Background: an optimization exercise with open tools, aiming at small area, a short achievable clock period and few clock cycles per item. Do not read the settings as production practice. The clock port is modelled as an ideal driver; clocking choices that lean on that would not hold on a real chip.

// pp_accumulator
module pp_accumulator #(
   parameter int N = pp_pkg::N_DEF,
   parameter int K = pp_pkg::K_DEF
) (
   input  logic           clk,
   input  logic           rst,
   input  logic           in_valid,
   output logic           in_ready,
   input  logic [N*2*N-1:0] in_pp,
   output logic           out_valid,
   input  logic           out_ready,
   output logic [2*N-1:0] out_product
);
Size in the first run: roughly 970 cells after synthesis, about 550 I/O pins, about 16000 µm² of cells after synthesis.
clock: 5.0 ns
lec_check: 0
cap_margin: 20
core_margin: 2
core_utilization: 60
place_density: 0.75
slew_margin: 20
standard.sh (not shown) runs the stock make flow with config.mk's settings and CLKGATE_MAP_FILE= SYNTH_SCRIPT=/design/flow/synth_recipe.tcl, a recipe that flattens the netlist after the stock synthesis.
==> flow/flow/run.sh <==
#!/bin/bash
# Own layout flow: the standard ORFS flow with these changes.
#  - Yosys's generic synth skips its early "abc -fast" pass (SYNTH_ARGS=-noabc) so the
#    3:2 counters of the adder tree reach extract_fa as written and map to full-adder
#    cells without polarity inverters between them. Registers are unchanged.
#  - Ports are buffered with sky130_fd_sc_hd__buf_1 instead of the default delay buffer.
#  - After clock tree synthesis, flow/skew.tcl delays the output register's clock
#    (useful skew for the register-to-register paths into it).
set -euo pipefail
here=$(pwd)
bash standard.sh SYNTH_ARGS=-noabc "BUFFER_PORTS_ARGS=-buffer_cell sky130_fd_sc_hd__buf_1" \
  "POST_CTS_TCL=$here/flow/skew.tcl" "SKEW_BUFS=sky130_fd_sc_hd__clkdlybuf4s50_1 sky130_fd_sc_hd__clkbuf_2 sky130_fd_sc_hd__clkbuf_8" \
  finish > flow_make.log 2>&1
==> flow/flow/skew.tcl <==
# Sourced by ORFS's cts.tcl after clock tree synthesis (POST_CTS_TCL).
# Gives the output register (out_product, and the skid register behind it) a later clock than the rest of the
# design, by SKEW_BUFS clock buffers in series in front of its clock pins on
# each clock-tree leaf net that reaches it. This only helps the paths between
# the pipeline register and the output register; the output register's paths
# to the outputs get correspondingly less slack.
set skew_cells [expr {[info exists ::env(SKEW_BUFS)] ? $::env(SKEW_BUFS) : "sky130_fd_sc_hd__clkbuf_2"}]
set groups [dict create]
foreach c [concat [get_cells out_product*] [get_cells -quiet skid*]] {
  set pin [get_pins -of_objects $c -filter "lib_pin_name==CLK"]
  set net [get_nets -of_objects $pin]
  dict lappend groups [get_full_name $net] $pin
}
set k 0
dict for {n pins} $groups {
  set net [get_nets $n]
  foreach cell $skew_cells {
    set newnet "skew_net_$k"
    insert_buffer -buffer_cell $cell -net $net -load_pins $pins -buffer_name "skew_buf_$k" -net_name $newnet
    set net [get_nets $newnet]
    incr k
  }
}
puts "skew: inserted $k clock buffers on [dict size $groups] leaf nets"
detailed_placement
check_placement -verbose
estimate_parasitics -placement
report_clock_skew
report_checks -path_delay max -group_path_count 1
Rerun with:
--- a/flow/flow/run.sh
+++ b/flow/flow/run.sh
@@ -12 +12 @@
-  "POST_CTS_TCL=$here/flow/skew.tcl" "SKEW_BUFS=sky130_fd_sc_hd__clkdlybuf4s50_1 sky130_fd_sc_hd__clkbuf_2 sky130_fd_sc_hd__clkbuf_8" \
+  "POST_CTS_TCL=$here/flow/skew.tcl" "SKEW_BUFS=sky130_fd_sc_hd__clkdlybuf4s25_1 sky130_fd_sc_hd__clkbuf_8" \
SETUP_SLACK_MARGIN = 2.0   (was unset)
After rerunning: Via count climbs by 1.5%; setup slack improved by 0.32 ns; maximum frequency climbs by 9.8%; final area climbs by 4.0%; first-iteration DRC count drops by 36%; global-route usage climbs by 0.59 points.
Rerun with:
--- a/flow/flow/run.sh
+++ b/flow/flow/run.sh
@@ -7,2 +7,3 @@
-#  - After clock tree synthesis, flow/skew.tcl delays the output register's clock
-#    (useful skew for the register-to-register paths into it).
+#  - After clock tree synthesis, flow/skew.tcl delays the clock of the last stage's
+#    registers (useful skew for the register-to-register paths into them).
+# Each tool's full output is in flow_make.log and in ORFS's logs under orfs/logs/.
@@ -12 +13 @@
-  "POST_CTS_TCL=$here/flow/skew.tcl" "SKEW_BUFS=sky130_fd_sc_hd__clkdlybuf4s25_1 sky130_fd_sc_hd__clkbuf_8" \
+  "POST_CTS_TCL=$here/flow/skew.tcl" "SKEW_BUFS=sky130_fd_sc_hd__clkdlybuf4s50_1 sky130_fd_sc_hd__clkbuf_2 sky130_fd_sc_hd__clkbuf_8" "SKEW_MIN_BIT=6" \
--- a/flow/flow/skew.tcl
+++ b/flow/flow/skew.tcl
@@ -2,6 +2,9 @@
-# Gives the output register (out_product, and the skid register behind it) a later clock than the rest of the
-# design, by SKEW_BUFS clock buffers in series in front of its clock pins on
-# each clock-tree leaf net that reaches it. This only helps the paths between
-# the pipeline register and the output register; the output register's paths
-# to the outputs get correspondingly less slack.
-set skew_cells [expr {[info exists ::env(SKEW_BUFS)] ? $::env(SKEW_BUFS) : "sky130_fd_sc_hd__clkbuf_2"}]
+# Useful skew for the register-to-register paths of the last pipeline stage:
+# the output register (out_product) and the skid register behind it get their
+# clock later than the rest of the design, through SKEW_BUFS clock buffers in
+# series in front of their clock pins on each clock-tree leaf net that reaches
+# them. Bits below SKEW_MIN_BIT are left alone: their adder paths are short
+# and would only need hold buffers. The output register's paths to the
+# outputs get correspondingly less slack.
+set skew_cells $::env(SKEW_BUFS)
+set min_bit $::env(SKEW_MIN_BIT)
@@ -9,0 +13 @@
+  if {![regexp {\[([0-9]+)\]} [get_full_name $c] -> bit] || $bit < $min_bit} { continue }
SETUP_SLACK_MARGIN = unset   (was 2.0)
The new run finished with timing, DRC and antenna clean. Die area stays the same. Via count fell by about 1.7%. Wire length fell by about 2.5%. Global-route usage fell by 0.65 points. Register-to-register slack gets better by 0.11 ns. Worst setup slack gets worse by 0.21 ns. Utilization fell by 3.1 points. Clock skew rose by 0.30 ns. Synthesized area is unchanged.
Rerun with:
--- a/flow/flow/run.sh
+++ b/flow/flow/run.sh
@@ -7,3 +7,2 @@
-#  - After clock tree synthesis, flow/skew.tcl delays the clock of the last stage's
-#    registers (useful skew for the register-to-register paths into them).
-# Each tool's full output is in flow_make.log and in ORFS's logs under orfs/logs/.
+#  - After clock tree synthesis, flow/skew.tcl delays the output register's clock
+#    (useful skew for the register-to-register paths into it).
@@ -13 +12 @@
-  "POST_CTS_TCL=$here/flow/skew.tcl" "SKEW_BUFS=sky130_fd_sc_hd__clkdlybuf4s50_1 sky130_fd_sc_hd__clkbuf_2 sky130_fd_sc_hd__clkbuf_8" "SKEW_MIN_BIT=6" \
+  "POST_CTS_TCL=$here/flow/skew.tcl" "SKEW_BUFS=sky130_fd_sc_hd__clkdlybuf4s25_1 sky130_fd_sc_hd__clkbuf_8" \
--- a/flow/flow/skew.tcl
+++ b/flow/flow/skew.tcl
@@ -2,9 +2,6 @@
-# Useful skew for the register-to-register paths of the last pipeline stage:
-# the output register (out_product) and the skid register behind it get their
-# clock later than the rest of the design, through SKEW_BUFS clock buffers in
-# series in front of their clock pins on each clock-tree leaf net that reaches
-# them. Bits below SKEW_MIN_BIT are left alone: their adder paths are short
-# and would only need hold buffers. The output register's paths to the
-# outputs get correspondingly less slack.
-set skew_cells $::env(SKEW_BUFS)
-set min_bit $::env(SKEW_MIN_BIT)
+# Gives the output register (out_product, and the skid register behind it) a later clock than the rest of the
+# design, by SKEW_BUFS clock buffers in series in front of its clock pins on
+# each clock-tree leaf net that reaches it. This only helps the paths between
+# the pipeline register and the output register; the output register's paths
+# to the outputs get correspondingly less slack.
+set skew_cells [expr {[info exists ::env(SKEW_BUFS)] ? $::env(SKEW_BUFS) : "sky130_fd_sc_hd__clkbuf_2"}]
@@ -13 +9,0 @@
-  if {![regexp {\[([0-9]+)\]} [get_full_name $c] -> bit] || $bit < $min_bit} { continue }
What happened: Synthesized cell count is unchanged; flip-flop and latch count is unchanged; setup slack gets better by 0.024 ns.
Function was not checked in any run of this note: the RTL went through the layout flow alone.

-- re-timing with driven ports --
No port has a modelled driver above. Below, the same layouts with a new extraction and two added sets of constraints.
Step 1, drivers: a clkbuf_16 drives clk and a buf_2 each remaining input, both assumed.
Step 2, shift: input delay + t, output delay - t, t = (earliest + latest rising clock arrival at the registers) / 2. This alone moves slack from input paths to output paths.
a / b / c = no drivers / after step 1 / after step 2; a / b = the first two.
| run | shift t [ns] | slack for setup (ns) | worst setup path at the end | clock arrival spread, ns |
|---|---|---|---|---|
| the first run | 0.840 | 1.442 / 1.442 / 1.304 | input to register | 0.777 / 0.777 |
| the second run | 0.693 | 1.760 / 1.760 / 1.461 | input to register | 0.478 / 0.477 |
| the third run | 0.840 | 1.547 / 1.498 / 1.306 | input to register | 0.774 / 0.774 |
| the fourth run | 0.675 | 1.571 / 1.524 / 1.467 | input to register | 0.444 / 0.445 |
In every run listed the clock reaches the registers at very different times; t lies between them, and the last value is a rough guide only. The setup slack of the second run, which loses most, moves by 0.000 ns with the drivers and by -0.299 ns with both steps.
